From an optimization exercise on the open Yosys and OpenROAD flow, aimed at small area and a short achievable clock period; shortcuts taken in it are not production practice.
Function was checked by simulation only, so behaviour that the tests miss may differ from the original.

## md_sched
module md_sched #(
    parameter int unsigned MULT_CYCLES = 5,
    parameter int unsigned DIV_CYCLES  = 10
) (
    input  logic        clk,
    input  logic        reset_n,
    input  logic [2:0]  e_op,
    input  logic [31:0] e_rs,
    input  logic [31:0] e_rt,
    input  logic        e_kill,
    input  logic        d_is_md,
    output logic [31:0] hi,
    output logic [31:0] lo,
    output logic        busy,
    output logic        md_stall
);
For scale: roughly 2300 cells after synthesis, about 0.021 sq mm of cells after synthesis.
==> flow/config.mk <==
export PLATFORM = sky130hd
export DESIGN_NAME = md_sched
export DESIGN_NICKNAME = md_sched
export VERILOG_FILES = /design/flow/design.v
export SDC_FILE = /design/flow/constraint.sdc
export NUM_CORES = 4
export LEC_CHECK = 0
export CAP_MARGIN = 0
export CORE_MARGIN = 2
export CORE_UTILIZATION = 65
export CTS_BUF_LIST = sky130_fd_sc_hd__clkbuf_4 sky130_fd_sc_hd__clkbuf_8
export SLEW_MARGIN = 0
==> flow/constraint.sdc <==
create_clock -name core_clock -period 100.0 [get_ports {clk}]
set_input_delay 20.0000 -clock core_clock [delete_from_list [all_inputs] [get_ports {clk}]]
set_output_delay 20.0000 -clock core_clock [all_outputs]
set_load 0.01 [all_outputs]
run.sh (not shown) runs the stock make flow with config.mk's settings and CLKGATE_MAP_FILE= SYNTH_SCRIPT=/design/flow/synth_recipe.tcl, a recipe that flattens the netlist after the stock synthesis.
The baseline finished with timing, DRC and antenna clean.
Change:
==> flow/flow/run.sh (new file) <==
#!/bin/bash
set -euo pipefail
bash standard.sh "BUFFER_PORTS_ARGS=-buffer_cell sky130_fd_sc_hd__buf_1" finish > standard.log 2>&1
==> flow/standard.sh (new file) <==
#!/bin/bash
# synth_recipe.tcl (not shown) runs the flow's synth.tcl, then flattens the netlist and writes it again
# the make line also repeats each setting of config.mk as NAME=value (left out here)
make -C /OpenROAD-flow-scripts/flow DESIGN_CONFIG=/design/flow/config.mk WORK_HOME=/design/flow/orfs CLKGATE_MAP_FILE= SYNTH_SCRIPT=/design/flow/synth_recipe.tcl "${@:-finish}"
removed: flow/run.sh
The changed run finished with timing, DRC and antenna clean.
Worst hold slack improves by 0.0081 ns.
Utilization fell by 2.6 points.
Design area fell by 3.7%.
Count of clock-buffer cells in the layout rose by 1.
Worst setup slack degrades by 0.32 ns.
Wire length rose by 0.49%.
Global-route usage rose by 0.30 points.
Die area stays the same.
Area after synthesis does not change.

========
md_sched, a different RTL version from the one above (not shown whole).
Size: ~2100 cells after synthesis.
clock: 100.0 ns
lec_check: 0
abc_area: 1
cap_margin: 0
core_margin: 2
core_utilization: 65
cts_buf_list: sky130_fd_sc_hd__clkbuf_8
slew_margin: 0
standard.sh (not shown) runs the stock make flow with config.mk's settings and CLKGATE_MAP_FILE= SYNTH_SCRIPT=/design/flow/synth_recipe.tcl, a recipe that flattens the netlist after the stock synthesis.
==> flow/flow/run.sh <==
#!/bin/bash
# The standard layout with two changes:
#  * port buffers are sky130_fd_sc_hd__buf_1 (the default picks a larger,
#    slower delay buffer);
#  * after the unchanged standard synthesis, the full adders on the slowest
#    register paths (the divide rows) are upsized to fa_2, gate+inverter
#    pairs are merged into single cells, and the md_stall logic is rebuilt
#    as a shallow gate tree (flow/prep.tcl, invmerge.tcl, md_stall.tcl).
# Each step's output goes to its own log in this folder.
set -euo pipefail
ARGS=("BUFFER_PORTS_ARGS=-buffer_cell sky130_fd_sc_hd__buf_1")
bash standard.sh "${ARGS[@]}" synth > synth.log 2>&1
export RESULTS=$PWD/orfs/results/sky130hd/md_sched/base
export FA_SLACK_LIMIT=62
openroad -no_init -exit flow/prep.tcl > prep.log 2>&1
touch "$RESULTS/1_synth.sdc"
bash standard.sh "${ARGS[@]}" finish > finish.log 2>&1
==> flow/flow/prep.tcl <==
# Netlist preparation between the standard synthesis and floorplanning.
# 1. Upsize the full adders of the divide's ripple rows (the slowest register
#    paths) from fa_1 to fa_2.  Only drive strength changes; timing is read
#    against the design's SDC.
# 2. Merge inverting gates with the inverter they alone drive into the
#    equivalent non-inverting cell where that is smaller; see invmerge.tcl.
# 3. Rebuild the md_stall cone (the input-to-output path that sets the
#    period floor) as a shallow gate tree; see md_stall.tcl.
set results $::env(RESULTS)
read_db $results/1_synth.odb
read_liberty $::env(FLOW_HOME)/platforms/sky130hd/lib/sky130_fd_sc_hd__tt_025C_1v80.lib
read_sdc $results/1_synth.sdc
set limit $::env(FA_SLACK_LIMIT)
set sel {}
foreach inst [get_cells -filter "ref_name == sky130_fd_sc_hd__fa_1"] {
  set s 1e9
  foreach pp [get_pins -of_objects $inst -filter "direction == output"] {
    set v [get_property $pp slack_max]
    if {$v < $s} { set s $v }
  }
  if {$s < $limit} { lappend sel $inst }
}
puts "upsizing [llength $sel] full adders with slack below $limit ns"
report_checks -path_delay max -path_group core_clock -format end -group_path_count 3
foreach inst $sel { replace_cell $inst sky130_fd_sc_hd__fa_2 }
report_checks -path_delay max -path_group core_clock -format end -group_path_count 3
report_design_area
source [file join [file dirname [info script]] invmerge.tcl]
report_design_area
source [file join [file dirname [info script]] md_stall.tcl]
report_checks -path_delay max -to [get_ports md_stall] -fields {fanout}
write_db $results/1_synth.odb
Other scripts of this flow, unchanged in this note and not shown: flow/flow/invmerge.tcl, flow/flow/md_stall.tcl
Rerun with:
--- a/flow/flow/run.sh
+++ b/flow/flow/run.sh
@@ -2 +2 @@
-# The standard layout with two changes:
+# The standard layout with these changes:
@@ -6,3 +6,4 @@
-#    register paths (the divide rows) are upsized to fa_2, gate+inverter
-#    pairs are merged into single cells, and the md_stall logic is rebuilt
-#    as a shallow gate tree (flow/prep.tcl, invmerge.tcl, md_stall.tcl).
+#    register paths (the divide rows) are upsized to fa_2, the synthesis
+#    buffers are removed, gate+inverter pairs are merged into single cells,
+#    and the md_stall logic is rebuilt as a shallow gate tree (flow/prep.tcl,
+#    flow/invmerge.tcl, flow/md_stall.tcl).
--- a/flow/flow/prep.tcl
+++ b/flow/flow/prep.tcl
@@ -5 +5,3 @@
-# 2. Merge inverting gates with the inverter they alone drive into the
+# 2. Remove the buffers Yosys/ABC inserted (placement re-buffers the nets
+#    that need it, with the real loads).
+# 3. Merge inverting gates with the inverter they alone drive into the
@@ -7 +9 @@
-# 3. Rebuild the md_stall cone (the input-to-output path that sets the
+# 4. Rebuild the md_stall cone (the input-to-output path that sets the
@@ -27,0 +30,2 @@
+remove_buffers
+report_design_area
Effect: The new run ran to the end with no violations. Global-route usage rose by 1.1 points. Core utilization grows by 2.0 points. Area after synthesis shrinks by a few percent. Design area decreases slightly. Final cell count shrinks slightly. Register-to-register slack got worse by 0.17 ns. Via count climbs slightly.

afterwards: timing with drivers on the ports:
In the flow no input, the clock included, has a driving cell. The finished layouts below were timed again as built, in two steps. Step 1 (the two cells are an assumption about what drives the block):
set clk [get_ports {clk}]
set_driving_cell -lib_cell sky130_fd_sc_hd__clkbuf_16 $clk
set_driving_cell -lib_cell sky130_fd_sc_hd__buf_2 [delete_from_list [all_inputs] $clk]
Step 2 adds t to the input delays and takes it off the output delays; t is the mean of the earliest and latest rising clock arrival at the registers after step 1. Input paths then give back, and output paths get back, about the clock's delay inside the block. a / b / c = ideal / step 1 / step 2; a / b = the first two.
| run | shift t [ns] | setup slack, ns | hold WS [ns] |
|---|---|---|---|
| the first run of note 1 | 0.570 | 57.265 / 57.265 / 57.265 | 0.473 / 0.473 / 0.473 |
| the second run of note 1 | 0.563 | 56.947 / 56.947 / 56.947 | 0.481 / 0.481 / 0.481 |
| the first run of note 2 | 0.538 | 59.261 / 59.241 / 59.241 | 0.486 / 0.486 / 0.486 |
| the second run of note 2 | 0.544 | 59.274 / 59.246 / 59.246 | 0.483 / 0.483 / 0.483 |
After both steps setup and hold are still met in every run listed. For the second run of note 2, which loses most, drivers alone change the setup slack by -0.028 ns; drivers and shift together by -0.028 ns.
